Background: an optimization exercise with open tools, aiming at small area and a short achievable clock period. Do not read the settings as production practice.
No functional check of the RTL was part of any run shown here.
The flow treats the clock pin as an ideal source, which a real chip does not have.
Power is estimated from default activity; no workload was simulated.

==> flow/design.v, too long to show whole: its modules and the start of the top module <==
// module pe_fa: 10 lines
// module pe_ha: 9 lines
// module pe_booth_sel: 10 lines
// module pe_aoi22: 9 lines
// module pe_ao22: 9 lines
// module pe_xor2: 7 lines
// module pe_xnor2: 7 lines
// module pe_dot_unit: 2906 lines
module pe_dot_unit (
  input  logic                clock,
  input  logic                i_arst_n,
  input  logic [7:0][7:0]     i_feature,
  input  logic [7:0][7:0]     i_filter,
  output logic signed [17:0]  o_result
);
  // ...
==> flow/flow/run.sh <==
#!/bin/bash
set -e
cd "$(dirname "$0")/.."
W=$(pwd)
{
  echo "export BUFFER_PORTS_ARGS = -buffer_cell sky130_fd_sc_hd__buf_1"
  echo "export POST_CTS_TCL = $W/flow/skew.tcl"
  echo "export SKEW_SPEC = 2 1.33 3 1.81 4 2.04 5 1.10"
  echo "export SKEW_GROUP = 16"
  echo "export SKIP_CTS_REPAIR_TIMING = 1"
  echo "export REMOVE_ABC_BUFFERS = 1"
} >> config.mk
bash standard.sh > standard.log 2>&1
==> flow/flow/skew.tcl <==

proc skew_log { msg } { puts "SKEW: $msg" }

# this file may be sourced inside a proc (the ORFS hook); keep its state global
global skew_block skew_db skew_group skew_rootnet skew_chain skew_chainnets

set skew_block [ord::get_db_block]
set skew_db [ord::get_db]
set skew_leaf_master [$skew_db findMaster sky130_fd_sc_hd__clkbuf_16]
set skew_drv_master [$skew_db findMaster sky130_fd_sc_hd__clkbuf_16]
set skew_dly_masters [list \
  [$skew_db findMaster sky130_fd_sc_hd__clkdlybuf4s50_1] \
  [$skew_db findMaster sky130_fd_sc_hd__clkdlybuf4s25_1] \
  [$skew_db findMaster sky130_fd_sc_hd__clkdlybuf4s15_1]]
set skew_group $::env(SKEW_GROUP)

# clock root buffer: the one cell on the clock port's net
set skew_portnet [[$skew_block findBTerm clock] getNet]
set skew_root ""
foreach it [$skew_portnet getITerms] { set skew_root [$it getInst] }
set skew_rootnet [[$skew_root findITerm X] getNet]
set skew_rootloc [$skew_root getLocation]
skew_log "root [$skew_root getName] net [$skew_rootnet getName]"

proc skew_clk_iterm { inst } {
  foreach it [$inst getITerms] {
    if { [[$it getMTerm] getName] == "CLK" } { return $it }
  }
  return ""
}

proc skew_arrival { insts } {
  set sum 0.0
  set n 0
  foreach inst $insts {
    set p [get_pins -of_objects [get_cells [$inst getName]] -filter "name==CLK"]
    set a [get_property $p arrival_max_rise]
    set sum [expr { $sum + $a }]
    incr n
  }
  if { $n == 0 } { return 0.0 }
  return [expr { $sum / $n }]
}

# split a list of insts into groups of at most skew_group by coordinate bisection
proc skew_split { insts } {
  global skew_group
  if { [llength $insts] <= $skew_group } { return [list $insts] }
  set xs {}
  set ys {}
  foreach i $insts {
    lassign [$i getLocation] x y
    lappend xs $x
    lappend ys $y
  }
  set dx [expr { [tcl::mathfunc::max {*}$xs] - [tcl::mathfunc::min {*}$xs] }]
  set dy [expr { [tcl::mathfunc::max {*}$ys] - [tcl::mathfunc::min {*}$ys] }]
  set idx [expr { $dx >= $dy ? 0 : 1 }]
  set keyed {}
  foreach i $insts { lappend keyed [list [lindex [$i getLocation] $idx] $i] }
  set sorted {}
  foreach k [lsort -integer -index 0 $keyed] { lappend sorted [lindex $k 1] }
  set half [expr { [llength $sorted] / 2 }]
  return [concat [skew_split [lrange $sorted 0 [expr { $half - 1 }]]] \
    [skew_split [lrange $sorted $half end]]]
}

proc skew_centroid { insts } {
  set sx 0
  set sy 0
  foreach i $insts {
    lassign [$i getLocation] x y
    incr sx $x
    incr sy $y
  }
  set n [llength $insts]
  return [list [expr { $sx / $n }] [expr { $sy / $n }]]
}

proc skew_place { inst loc } {
  $inst setLocation [lindex $loc 0] [lindex $loc 1]
  $inst setPlacementStatus PLACED
}

proc skew_build_chain { r drv cells flops } {
  global skew_block skew_rootnet
  [$drv findITerm A] disconnect
  foreach c $::skew_chain { odb::dbInst_destroy $c }
  foreach n $::skew_chainnets { odb::dbNet_destroy $n }
  set ::skew_chain {}
  set ::skew_chainnets {}
  set prev $skew_rootnet
  set j 0
  foreach m $cells {
    set c [odb::dbInst_create $skew_block $m "skew_r${r}_dly_$j"]
    skew_place $c [skew_centroid $flops]
    [$c findITerm A] connect $prev
    set nn [odb::dbNet_create $skew_block "skew_r${r}_chain_$j"]
    $nn setSigType CLOCK
    [$c findITerm X] connect $nn
    set prev $nn
    lappend ::skew_chain $c
    lappend ::skew_chainnets $nn
    incr j
  }
  [$drv findITerm A] connect $prev
}

set skew_ranks {}
foreach {r d} $::env(SKEW_SPEC) { dict set skew_ranks $r $d }
set skew_ref {}
set skew_byrank [dict create]
foreach inst [$skew_block getInsts] {
  if { ![string match "*df*" [[$inst getMaster] getName]] } { continue }
  set r 0
  regexp {_q([0-9]+)\$} [$inst getName] -> r
  if { [dict exists $skew_ranks $r] } {
    dict lappend skew_byrank $r $inst
  } else {
    lappend skew_ref $inst
  }
}
estimate_parasitics -placement
set skew_refarr [skew_arrival $skew_ref]
skew_log "reference arrival [format %.3f $skew_refarr] over [llength $skew_ref] registers"

set skew_oldnets {}
set skew_uid 0
dict for {r d} $skew_ranks {
  if { ![dict exists $skew_byrank $r] } { continue }
  set flops [dict get $skew_byrank $r]
  set drvnet [odb::dbNet_create $skew_block "skew_r${r}_trunk"]
  $drvnet setSigType CLOCK
  set k 0
  foreach grp [skew_split $flops] {
    set leaf [odb::dbInst_create $skew_block $skew_leaf_master "skew_r${r}_leaf_$k"]
    skew_place $leaf [skew_centroid $grp]
    set lnet [odb::dbNet_create $skew_block "skew_r${r}_leafnet_$k"]
    $lnet setSigType CLOCK
    [$leaf findITerm A] connect $drvnet
    [$leaf findITerm X] connect $lnet
    foreach f $grp {
      set it [skew_clk_iterm $f]
      set on [$it getNet]
      if { $on != "NULL" } { lappend skew_oldnets $on }
      $it disconnect
      $it connect $lnet
    }
    incr k
  }
  set drv [odb::dbInst_create $skew_block $skew_drv_master "skew_r${r}_drv"]
  skew_place $drv [skew_centroid $flops]
  [$drv findITerm X] connect $drvnet
  skew_log "rank $r: [llength $flops] registers, $k leaf buffers"

  # delay chain from the root net to the trunk driver: try chains of growing
  # delay and keep the one whose skew comes closest to the requested delay
  set s15 [$skew_db findMaster sky130_fd_sc_hd__clkdlybuf4s15_1]
  set s18 [$skew_db findMaster sky130_fd_sc_hd__clkdlybuf4s18_1]
  set s25 [$skew_db findMaster sky130_fd_sc_hd__clkdlybuf4s25_1]
  set s50 [$skew_db findMaster sky130_fd_sc_hd__clkdlybuf4s50_1]
  set cands [list {} [list $s15] [list $s18] [list $s25] [list $s15 $s15] [list $s15 $s25] \
    [list $s50] [list $s25 $s25] [list $s50 $s15] [list $s50 $s25] [list $s50 $s50] \
    [list $s50 $s50 $s15] [list $s50 $s50 $s25] [list $s50 $s50 $s50] \
    [list $s50 $s50 $s50 $s15] [list $s50 $s50 $s50 $s25] [list $s50 $s50 $s50 $s50] \
    [list $s50 $s50 $s50 $s50 $s25] [list $s50 $s50 $s50 $s50 $s50]]
  set ::skew_chain {}
  set ::skew_chainnets {}
  set best {}
  set bestdiff 1e9
  foreach cells $cands {
    skew_build_chain $r $drv $cells $flops
    estimate_parasitics -placement
    set got [expr { [skew_arrival $flops] - $skew_refarr }]
    skew_log "rank $r: chain of [llength $cells] cells gives skew [format %.3f $got] (want $d)"
    set diff [expr { abs($got - $d) }]
    if { $diff < $bestdiff } {
      set bestdiff $diff
      set best $cells
    }
    if { $got > $d + 0.15 } { break }
  }
  skew_build_chain $r $drv $best $flops
}

# clock buffers left without sinks
foreach n [lsort -unique $skew_oldnets] {
  set sinks 0
  set drv ""
  foreach it [$n getITerms] {
    if { [$it isOutputSignal] } { set drv [$it getInst] } else { incr sinks }
  }
  if { $sinks == 0 && $drv != "" } {
    skew_log "removing idle clock buffer [$drv getName]"
    odb::dbInst_destroy $drv
    odb::dbNet_destroy $n
  }
}

detailed_placement
check_placement -verbose
estimate_parasitics -placement
dict for {r d} $skew_ranks {
  if { [dict exists $skew_byrank $r] } {
    skew_log "rank $r final skew [format %.3f [expr { [skew_arrival [dict get $skew_byrank $r]] - [skew_arrival $skew_ref] }]]"
  }
}
report_clock_skew
==> flow/standard.sh <==
#!/bin/bash
# synth_recipe.tcl (not shown) runs the flow's synth.tcl, then flattens the netlist and writes it again
# the make line also repeats each setting of config.mk as NAME=value (left out here)
make -C /OpenROAD-flow-scripts/flow DESIGN_CONFIG=/design/flow/config.mk WORK_HOME=/design/flow/orfs CLKGATE_MAP_FILE= SYNTH_SCRIPT=/design/flow/synth_recipe.tcl "${@:-finish}"
==> flow/config.mk <==
export PLATFORM = sky130hd
export DESIGN_NAME = pe_dot_unit
export DESIGN_NICKNAME = pe_dot_unit
export VERILOG_FILES = /design/flow/design.v
export SDC_FILE = /design/flow/constraint.sdc
export NUM_CORES = 4
export LEC_CHECK = 0
export CAP_MARGIN = 20
export CORE_MARGIN = 2
export CORE_UTILIZATION = 40
export CTS_CLUSTER_DIAMETER = 100
export CTS_CLUSTER_SIZE = 26
export HOLD_SLACK_MARGIN = 0.15
export SETUP_SLACK_MARGIN = 2.6
export SLEW_MARGIN = 20
export SYNTH_HIERARCHICAL = 1
export SYNTH_MINIMUM_KEEP_SIZE = 0
export BUFFER_PORTS_ARGS = -buffer_cell sky130_fd_sc_hd__buf_1
export POST_CTS_TCL = /design/flow/flow/skew.tcl
export SKEW_SPEC = 2 1.33 3 1.81 4 2.04 5 1.10
export SKEW_GROUP = 16
export SKIP_CTS_REPAIR_TIMING = 1
export REMOVE_ABC_BUFFERS = 1
==> flow/constraint.sdc <==
create_clock -name core_clock -period 4.7 [get_ports {clock}]
set_input_delay 0.9400 -clock core_clock [delete_from_list [all_inputs] [get_ports {clock}]]
set_output_delay 0.9400 -clock core_clock [all_outputs]
set_load 0.01 [all_outputs]
==> impl_results.md, run 1 <==
* Worst Setup Start Kind: flip-flop
* Crit path kind: flip-flop to flip-flop
* Reg power frac at 0.250
* Synth Area in Simple Gates at 0.03424
* Largest family of logic cells by synthesized area: adder cells
* SO Faults: hold timing
* Final Cycle Share at 0.4934
* Critical path startpoint: fs_1075_q3
* Top class by area: multi-input gates
* Cell with the most instances after synthesis: dfxtp_1
* Via density at 5.068
* Count of different cell masters after synthesis at 35
* RSZ-0062 raised after global routing: true
* Commonest non-fill, non-tap cell in the layout: fa_1
* R2r startpoint: fs_1075_q3
* Sw Share at 0.4119
* Final hold viol count at 36
* Highest metal used: met4
* Min setup slack post-route at 2.381 ns
* Worst-Margin Slew at 0.6127 ns
* Most frequent cells in the layout: 285 x fa_1, 275 x dfxtp_1, 226 x xor2_1, 192 x a22o_1, 146 x buf_1
* Worst path top cell family by delay: adder cells
* Post-synth ARST share at 0.06502
* Internal power at around 11 mW
* Syn avg cell area at 13.21 sq um
* Synth area leaders: dfxtp_1 33%, fa_1 31%, xor2_1 12%
* Status: finished with violations
* Hold Worst Slack at -0.1875 ns
* CP Capture Point: r_1281_q4
* Met1 Resource Use GR at 0.2719
* CTS tree: built
* Tap Cells at 600
* ANT cells at 0
* Top reg by flops: result_q
* Area delta synth->final at 19.89%
* Gate Count Post-Synth at 1,400
* 1st-iter DRT viols at 820
* Placed cell count at 2,169
* Pins Over Slew Limit at 0
==> run 2: changes to the inputs <==
==> flow/flow/run.sh (replaced) <==
#!/bin/bash
set -e
cd "$(dirname "$0")/.."
W=$(pwd)
{
  echo "export BUFFER_PORTS_ARGS = -buffer_cell sky130_fd_sc_hd__buf_1"
  echo "export POST_CTS_TCL = $W/flow/skew.tcl"
  echo "export SKEW_SPEC = 2 1.73 3 2.25 4 2.86 5 1.42"
  echo "export SKEW_GROUP = 24"
  echo "export SKEW_LEAF = sky130_fd_sc_hd__clkbuf_16"
  echo "export SKIP_CTS_REPAIR_TIMING = 1"
  echo "export REMOVE_ABC_BUFFERS = 1"
} >> config.mk
bash standard.sh > standard.log 2>&1
--- a/flow/flow/skew.tcl
+++ b/flow/flow/skew.tcl
@@ -3,9 +3,9 @@
 
 # this file may be sourced inside a proc (the ORFS hook); keep its state global
-global skew_block skew_db skew_group skew_rootnet skew_chain skew_chainnets
+global skew_block skew_db skew_group skew_rootnet skew_chain skew_chainnets skew_ranks skew_ref
 
 set skew_block [ord::get_db_block]
 set skew_db [ord::get_db]
-set skew_leaf_master [$skew_db findMaster sky130_fd_sc_hd__clkbuf_16]
+set skew_leaf_master [$skew_db findMaster $::env(SKEW_LEAF)]
 set skew_drv_master [$skew_db findMaster sky130_fd_sc_hd__clkbuf_16]
 set skew_dly_masters [list \
@@ -43,8 +43,11 @@
 }
 
-# split a list of insts into groups of at most skew_group by coordinate bisection
+# split a list of insts into ceil(n / skew_group) groups of about equal size
+# by coordinate bisection
 proc skew_split { insts } {
   global skew_group
-  if { [llength $insts] <= $skew_group } { return [list $insts] }
+  set n [llength $insts]
+  set k [expr { ($n + $skew_group - 1) / $skew_group }]
+  if { $k <= 1 } { return [list $insts] }
   set xs {}
   set ys {}
@@ -60,8 +63,9 @@
   foreach i $insts { lappend keyed [list [lindex [$i getLocation] $idx] $i] }
   set sorted {}
-  foreach k [lsort -integer -index 0 $keyed] { lappend sorted [lindex $k 1] }
-  set half [expr { [llength $sorted] / 2 }]
-  return [concat [skew_split [lrange $sorted 0 [expr { $half - 1 }]]] \
-    [skew_split [lrange $sorted $half end]]]
+  foreach kk [lsort -integer -index 0 $keyed] { lappend sorted [lindex $kk 1] }
+  set k1 [expr { $k / 2 }]
+  set n1 [expr { int(round(double($n) * $k1 / $k)) }]
+  return [concat [skew_split [lrange $sorted 0 [expr { $n1 - 1 }]]] \
+    [skew_split [lrange $sorted $n1 end]]]
 }
 
@@ -86,8 +90,10 @@
   global skew_block skew_rootnet
   [$drv findITerm A] disconnect
-  foreach c $::skew_chain { odb::dbInst_destroy $c }
-  foreach n $::skew_chainnets { odb::dbNet_destroy $n }
-  set ::skew_chain {}
-  set ::skew_chainnets {}
+  for { set j 0 } { $j < 32 } { incr j } {
+    set c [$skew_block findInst "skew_r${r}_dly_$j"]
+    if { $c != "NULL" } { odb::dbInst_destroy $c }
+    set n [$skew_block findNet "skew_r${r}_chain_$j"]
+    if { $n != "NULL" } { odb::dbNet_destroy $n }
+  }
   set prev $skew_rootnet
   set j 0
@@ -100,9 +106,45 @@
     [$c findITerm X] connect $nn
     set prev $nn
-    lappend ::skew_chain $c
-    lappend ::skew_chainnets $nn
     incr j
   }
   [$drv findITerm A] connect $prev
+}
+
+proc skew_tune { r d flops drv } {
+  global skew_db skew_ref
+  set s15 [$skew_db findMaster sky130_fd_sc_hd__clkdlybuf4s15_1]
+  set s25 [$skew_db findMaster sky130_fd_sc_hd__clkdlybuf4s25_1]
+  set s50 [$skew_db findMaster sky130_fd_sc_hd__clkdlybuf4s50_1]
+  set est {}
+  for { set a 0 } { $a <= 6 } { incr a } {
+    for { set b 0 } { $b <= 2 } { incr b } {
+      for { set c 0 } { $c <= 1 } { incr c } {
+        set cells {}
+        for { set i 0 } { $i < $a } { incr i } { lappend cells $s50 }
+        for { set i 0 } { $i < $b } { incr i } { lappend cells $s25 }
+        for { set i 0 } { $i < $c } { incr i } { lappend cells $s15 }
+        lappend est [list [expr { 0.52 * $a + 0.30 * $b + 0.22 * $c }] $cells]
+      }
+    }
+  }
+  set best {}
+  set bestdiff 1e9
+  set bestgot 0
+  foreach e [lsort -real -index 0 $est] {
+    set cells [lindex $e 1]
+    skew_build_chain $r $drv $cells $flops
+    estimate_parasitics -placement
+    set got [expr { [skew_arrival $flops] - [skew_arrival $skew_ref] }]
+    # aim 0.05 ns low: legalizing the new cells afterwards adds about that
+    set diff [expr { abs($got - ($d - 0.05)) }]
+    if { $diff < $bestdiff } {
+      set bestdiff $diff
+      set best $cells
+      set bestgot $got
+    }
+    if { $got > $d + 0.15 } { break }
+  }
+  skew_build_chain $r $drv $best $flops
+  skew_log "rank $r: chain of [llength $best] cells, skew [format %.3f $bestgot] (want $d)"
 }
 
@@ -126,4 +168,5 @@
 
 set skew_oldnets {}
+set skew_drvs [dict create]
 set skew_uid 0
 dict for {r d} $skew_ranks {
@@ -154,32 +197,7 @@
   skew_log "rank $r: [llength $flops] registers, $k leaf buffers"
 
-  # delay chain from the root net to the trunk driver: try chains of growing
-  # delay and keep the one whose skew comes closest to the requested delay
-  set s15 [$skew_db findMaster sky130_fd_sc_hd__clkdlybuf4s15_1]
-  set s18 [$skew_db findMaster sky130_fd_sc_hd__clkdlybuf4s18_1]
-  set s25 [$skew_db findMaster sky130_fd_sc_hd__clkdlybuf4s25_1]
-  set s50 [$skew_db findMaster sky130_fd_sc_hd__clkdlybuf4s50_1]
-  set cands [list {} [list $s15] [list $s18] [list $s25] [list $s15 $s15] [list $s15 $s25] \
-    [list $s50] [list $s25 $s25] [list $s50 $s15] [list $s50 $s25] [list $s50 $s50] \
-    [list $s50 $s50 $s15] [list $s50 $s50 $s25] [list $s50 $s50 $s50] \
-    [list $s50 $s50 $s50 $s15] [list $s50 $s50 $s50 $s25] [list $s50 $s50 $s50 $s50] \
-    [list $s50 $s50 $s50 $s50 $s25] [list $s50 $s50 $s50 $s50 $s50]]
-  set ::skew_chain {}
-  set ::skew_chainnets {}
-  set best {}
-  set bestdiff 1e9
-  foreach cells $cands {
-    skew_build_chain $r $drv $cells $flops
-    estimate_parasitics -placement
-    set got [expr { [skew_arrival $flops] - $skew_refarr }]
-    skew_log "rank $r: chain of [llength $cells] cells gives skew [format %.3f $got] (want $d)"
-    set diff [expr { abs($got - $d) }]
-    if { $diff < $bestdiff } {
-      set bestdiff $diff
-      set best $cells
-    }
-    if { $got > $d + 0.15 } { break }
-  }
-  skew_build_chain $r $drv $best $flops
+  # delay chain from the root net to the trunk driver
+  dict set skew_drvs $r $drv
+  skew_tune $r $d $flops $drv
 }
 
@@ -198,4 +216,54 @@
 }
 
+proc skew_of { inst } {
+  global skew_ranks
+  set r 0
+  regexp {_q([0-9]+)\$} [$inst getName] -> r
+  if { [dict exists $skew_ranks $r] } { return [dict get $skew_ranks $r] }
+  return 0.0
+}
+set skew_npad 0
+set s25m [$skew_db findMaster sky130_fd_sc_hd__clkdlybuf4s25_1]
+set s50m [$skew_db findMaster sky130_fd_sc_hd__clkdlybuf4s50_1]
+foreach inst [$skew_block getInsts] {
+  if { ![string match "*df*" [[$inst getMaster] getName]] } { continue }
+  set dit [$inst findITerm D]
+  if { $dit == "NULL" } { continue }
+  set dnet [$dit getNet]
+  if { $dnet == "NULL" } { continue }
+  set src ""
+  foreach it [$dnet getITerms] {
+    if { [$it isOutputSignal] } { set src [$it getInst] }
+  }
+  if { $src == "" || ![string match "*df*" [[$src getMaster] getName]] } { continue }
+  set gap [expr { [skew_of $inst] - [skew_of $src] }]
+  if { $gap < 0.12 } { continue }
+  set cells [list $s25m]
+  if { $gap > 0.3 } { set cells [list $s50m] }
+  if { $gap > 0.7 } { set cells [list $s50m $s50m] }
+  if { $gap > 1.1 } { set cells [list $s50m $s50m $s50m] }
+  $dit disconnect
+  set prev $dnet
+  set j 0
+  foreach m $cells {
+    set c [odb::dbInst_create $skew_block $m "skew_hold_${skew_npad}_$j"]
+    skew_place $c [$inst getLocation]
+    [$c findITerm A] connect $prev
+    set nn [odb::dbNet_create $skew_block "skew_hold_${skew_npad}_n$j"]
+    [$c findITerm X] connect $nn
+    set prev $nn
+    incr j
+  }
+  $dit connect $prev
+  incr skew_npad
+}
+skew_log "delay cells on $skew_npad register-to-register connections"
+
+detailed_placement
+dict for {r d} $skew_ranks {
+  if { [dict exists $skew_byrank $r] } {
+    skew_tune $r $d [dict get $skew_byrank $r] [dict get $skew_drvs $r]
+  }
+}
 detailed_placement
 check_placement -verbose
--- a/flow/config.mk
+++ b/flow/config.mk
@@ -11,6 +11,6 @@
 export CTS_CLUSTER_DIAMETER = 100
 export CTS_CLUSTER_SIZE = 26
-export HOLD_SLACK_MARGIN = 0.15
-export SETUP_SLACK_MARGIN = 2.6
+export HOLD_SLACK_MARGIN = 0.2
+export SETUP_SLACK_MARGIN = 2.7
 export SLEW_MARGIN = 20
 export SYNTH_HIERARCHICAL = 1
@@ -18,6 +18,7 @@
 export BUFFER_PORTS_ARGS = -buffer_cell sky130_fd_sc_hd__buf_1
 export POST_CTS_TCL = /design/flow/flow/skew.tcl
-export SKEW_SPEC = 2 1.33 3 1.81 4 2.04 5 1.10
-export SKEW_GROUP = 16
+export SKEW_SPEC = 2 1.73 3 2.25 4 2.86 5 1.42
+export SKEW_GROUP = 24
+export SKEW_LEAF = sky130_fd_sc_hd__clkbuf_16
 export SKIP_CTS_REPAIR_TIMING = 1
 export REMOVE_ABC_BUFFERS = 1
==> impl_results.md, run 2 <==
* HP Class: flip-flop to flip-flop
* RSZ-0062 raised after global routing: true
* Filler-free cell count of the finished design at approximately 2,300
* Post-synthesis sequential area ratio at 0.3553
* Cell area after synthesis at 0.01849 sq mm
* Clk sinks at 323
* Initial antenna violation count at 0
* Vias in the first global route at 11,960
* Die Width at 219.0 um
* R2r startpoint: fs_1073_q3
* CP max stage delay at 0.54 ns
* Crit path kind: flip-flop to flip-flop
* Critical path startpoint: fs_1073_q3
* WP data required at 8.06 ns
* Via count at ~12,000
* Hold Worst Slack at -0.4167 ns (-0.2292 ns)
* Placement Rows at 78
* SO Faults: hold timing
* Initial core utilization at 0.4066
* Reg2Reg Capture Point: r_1281_q4
* Final setup violating endpoints at 0
* Critical Path Most Common Cell: fa_1
* Pins Over Slew Limit at 0 (unchanged)
* WP data arrival at between 5 and 6 ns
* Nature of the critical path endpoint: flip-flop
* Synth area leader: dfxtp_1
* VDD IR-drop max at 0.4063 mV
* Via density at 5.032 (-0.72%)
* Fmax at 0.4824 GHz
* Status: finished with violations
* LEAKAGE at about 9 nW
* Worst R2R Path Depth at 8
* DR pass1 iterations at 5
* Number of port buffers at 147
* Clock-pin slew on the worst setup and hold paths at 0.08 ns
* Post-route ant nets at 0
* Max FFs per register at 18
* DR WL/cell at 21.77 um
* Worst path cell trace: fa_1 > ha_2 > nand4_1 > and4bb_1 > or2_4 > a211oi_2 > fa_1 > inv_1
* Worst-Margin Slew at 0.5963 ns (-0.01637 ns)
* Biggest regs: result_q: 18 flops, fill_q: 3 flops
* 1st-iter DRT viols at 795 (-3.0%)
* Crit-path max FO at 5
* Total Power at 18.45 mW
* Post-synth ARST share at 0.06502 (unchanged)
* Dpl hpwl at 41,210 um
* Reg2Reg Setup Slack at 2.63 ns
* Count of different cell masters after synthesis at 35 (unchanged)
* Synth area leaders: dfxtp_1 33%, fa_1 31%, xor2_1 12%
* Final hold viol count at 73 (+100%)
* Top-area cell type share of the netlist area at 0.3269
* CP Capture Point: r_1281_q4
* RD Place Congestion at 0.9558
* Top reg by flops: result_q
* Slew headroom at 0.6011
* Io pins at 148
* Cell with the most instances after synthesis: dfxtp_1
* Min-delay src: sgn_1_q1
* CP max stage cell: fa_1
* Filler Cells Inserted at 4,131
* Top FF cell, synth: dfxtp_1
* Largest net degree at the start of global routing at 27
* Post-layout minimum cycle time at slightly above 2 ns
* Most frequent cells in the layout: 296 x dfxtp_1, 290 x fa_1, 236 x xor2_1, 192 x a22o_1, 137 x buf_1
* Worst path bufs/invs at 1
* GR Util All Layers at 0.2125
* Clock Skew at 1.755 ns
* Die ar. at ~0.048 sq mm
* Area of the core at 0.04548 sq mm
* Die height at 219.0 um
* Area delta synth->final at 20.44%
* FF+latch count, synth at roughly 320
* Final Cycle Share at 0.4411 (-0.05234)
* Post-Route Setup TNS at 0 ns
* Syn avg cell area at 13.21 sq um (unchanged)
* Power Density at 828.3 mW/mm^2
* Max Cap Viol at 0
* Share of cells above drive strength 1 at 0.07102
* Post-synth EDFFs at 0
* Worst path top cell family by delay: adder cells
* Insertion delay to the later sink of the worst-skew pair at 2.25 ns
* Yosys warnings at 7
* Levels on crit path at 8
* Gate Count Post-Synth at 1,400 (unchanged)
* Global-route wire length before repair at 73,730 um
* Commonest cells post-synth: 302 x dfxtp_1, 290 x fa_1, 248 x xor2_1, 192 x a22o_1, 75 x nand2_1
* Post-layout util at 0.4897
* Total grt overflow at 0
* DRC Markers at 0
* Placed cell count at 2,169 (unchanged)
* Nets@finish at around 2,200
* Worst Setup Start Kind: flip-flop
* Commonest non-fill, non-tap cell in the layout: dfxtp_1
* DRT Wirelength at 50,800 um
* CTS tree: built
[run 2: cell types whose count changed in the layout (fill, tap and decap cells not counted), sizes merged]
| cell | before | now |
|---|---|---|
| clkdlybuf4s25 | 2 | 6 |
| clkdlybuf4s15 | 0 | 1 |
| clkdlybuf4s50 | 13 | 23 |
| buf | 186 | 169 |
| dlygate4sd3 | 42 | 94 |
| clkbuf | 41 | 42 |
| diode | 0 | 1 |
[run 2: cells by family after synthesis]
group	after synthesis	synth area share
fa+ha+maj	327	0.3390
flops	323	0.3553
xor+xnor	316	0.1497
compound gates	237	0.1070
simple gates	131	0.03424
buf+inv	64	0.01353
mux	2	0.001218
[run 2: area by class of cell, clock buffers not listed]
| cell class | instances | area, sq um | area share |
|---|---|---|---|
| diodes | 1 | 2.502 | 0.0001124 |
| plain buffers | 42 | 600.6 | 0.02696 |
| clock inverters | 7 | 93.84 | 0.004213 |
| inverters | 54 | 202.7 | 0.009101 |
| multi-input cells | 1013 | 11870 | 0.5329 |
| flip-flops and latches | 323 | 6579 | 0.2954 |
| well taps | 600 | 750.7 | 0.03371 |
| repair buffers | 273 | 1749 | 0.07854 |
[run 2: per-layer routing]
metal,vias up,share of wire,track usage
met5,-,0,0
met4,0,0.053,0.1133
met3,100,0.044,0.02924
met2,316,0.48,0.3511
met1,6015,0.42,0.2714
li1,5308,-,-
[run 2: how the worst min path moves through the flow]
stage                 end  slack [ns]  depth (start not counted)
2_1_floorplan   p_1172_q3        0.31                          0
3_3_place_gp    r_1279_q5        0.31                          0
3_5_place_dp    p_1172_q5        0.31                          0
5_1_grt        fs_1019_q2       -0.37                          4
6_report       fs_1019_q2       -0.42                          4
[run 2: per-stage QoR]
stage / instance area (sq um) / worst slack, ns
floorplan: 18450 / 0.6952
global placement: 19990 / 0.9475
detailed placement: 19990 / 0.8888
global route: 22270 / 2.553
finish: 22270 / 2.627
[run 2: Yosys stat by module (local to each module, per instance)]
module | area (sq um) | times used | cells
pe_ao22 | 8.758 | 192 | 1
pe_xor2 | 8.758 | 192 | 1
pe_fa | 20.02 | 288 | 1
pe_dot_unit | 9251 | 1 | 719
pe_ha | 12.51 | 9 | 1
[run 2: worst min-delay path: stages, from the launching register on]
cell and delay (ns):
dfxtp_2 0.40, xor2_1 0.26, fa_1 0.22, fa_1 0.20, fa_1 0.17
[run 2: power breakdown]
group | total [mW] | switching (mW) | internal (mW) | leakage [nW]
clock | 2.48 | 1.09 | 1.40 | 0.480
combinational | 11.5 | 6.03 | 5.43 | 5.88
sequential | 4.50 | 0.426 | 4.07 | 2.78

==> what the ideal ports hide <==
The results above use ideal ports. As a check the final layouts listed here were re-extracted and re-timed, cells and wires unchanged. Step 1: set_driving_cell puts a clkbuf_16 on clock and a buf_2 on each other input, an assumption about the parent block. Step 2, shift: input delay + t, output delay - t, t = (earliest + latest rising clock arrival at the registers) / 2. This alone moves slack from input paths to output paths. Three values: ideal ports, drivers, drivers and shift; two values: the first two.
| run | t (ns) | slack for setup (ns) | hold WS [ns] | worst setup path at the end | latest minus earliest clock arrival (ns) | worst slew at a driven data input, ns |
|---|---|---|---|---|---|---|
| run 1 | 1.628 | 2.381 / 2.381 / 2.344 | -0.188 / -0.188 / -0.188 | input to register | 2.162 / 2.162 | 0.05 |
| run 2 | 2.003 | 2.627 / 2.627 / 1.969 | -0.417 / -0.417 / -0.417 | input to register | 2.915 / 2.915 | 0.05 |
Clock arrivals are far apart in run 1 and run 2, so t is only a midpoint there and step 2 fits no single register. For run 2, which loses most, drivers alone change the setup slack by 0.000 ns; drivers and shift together by -0.658 ns.
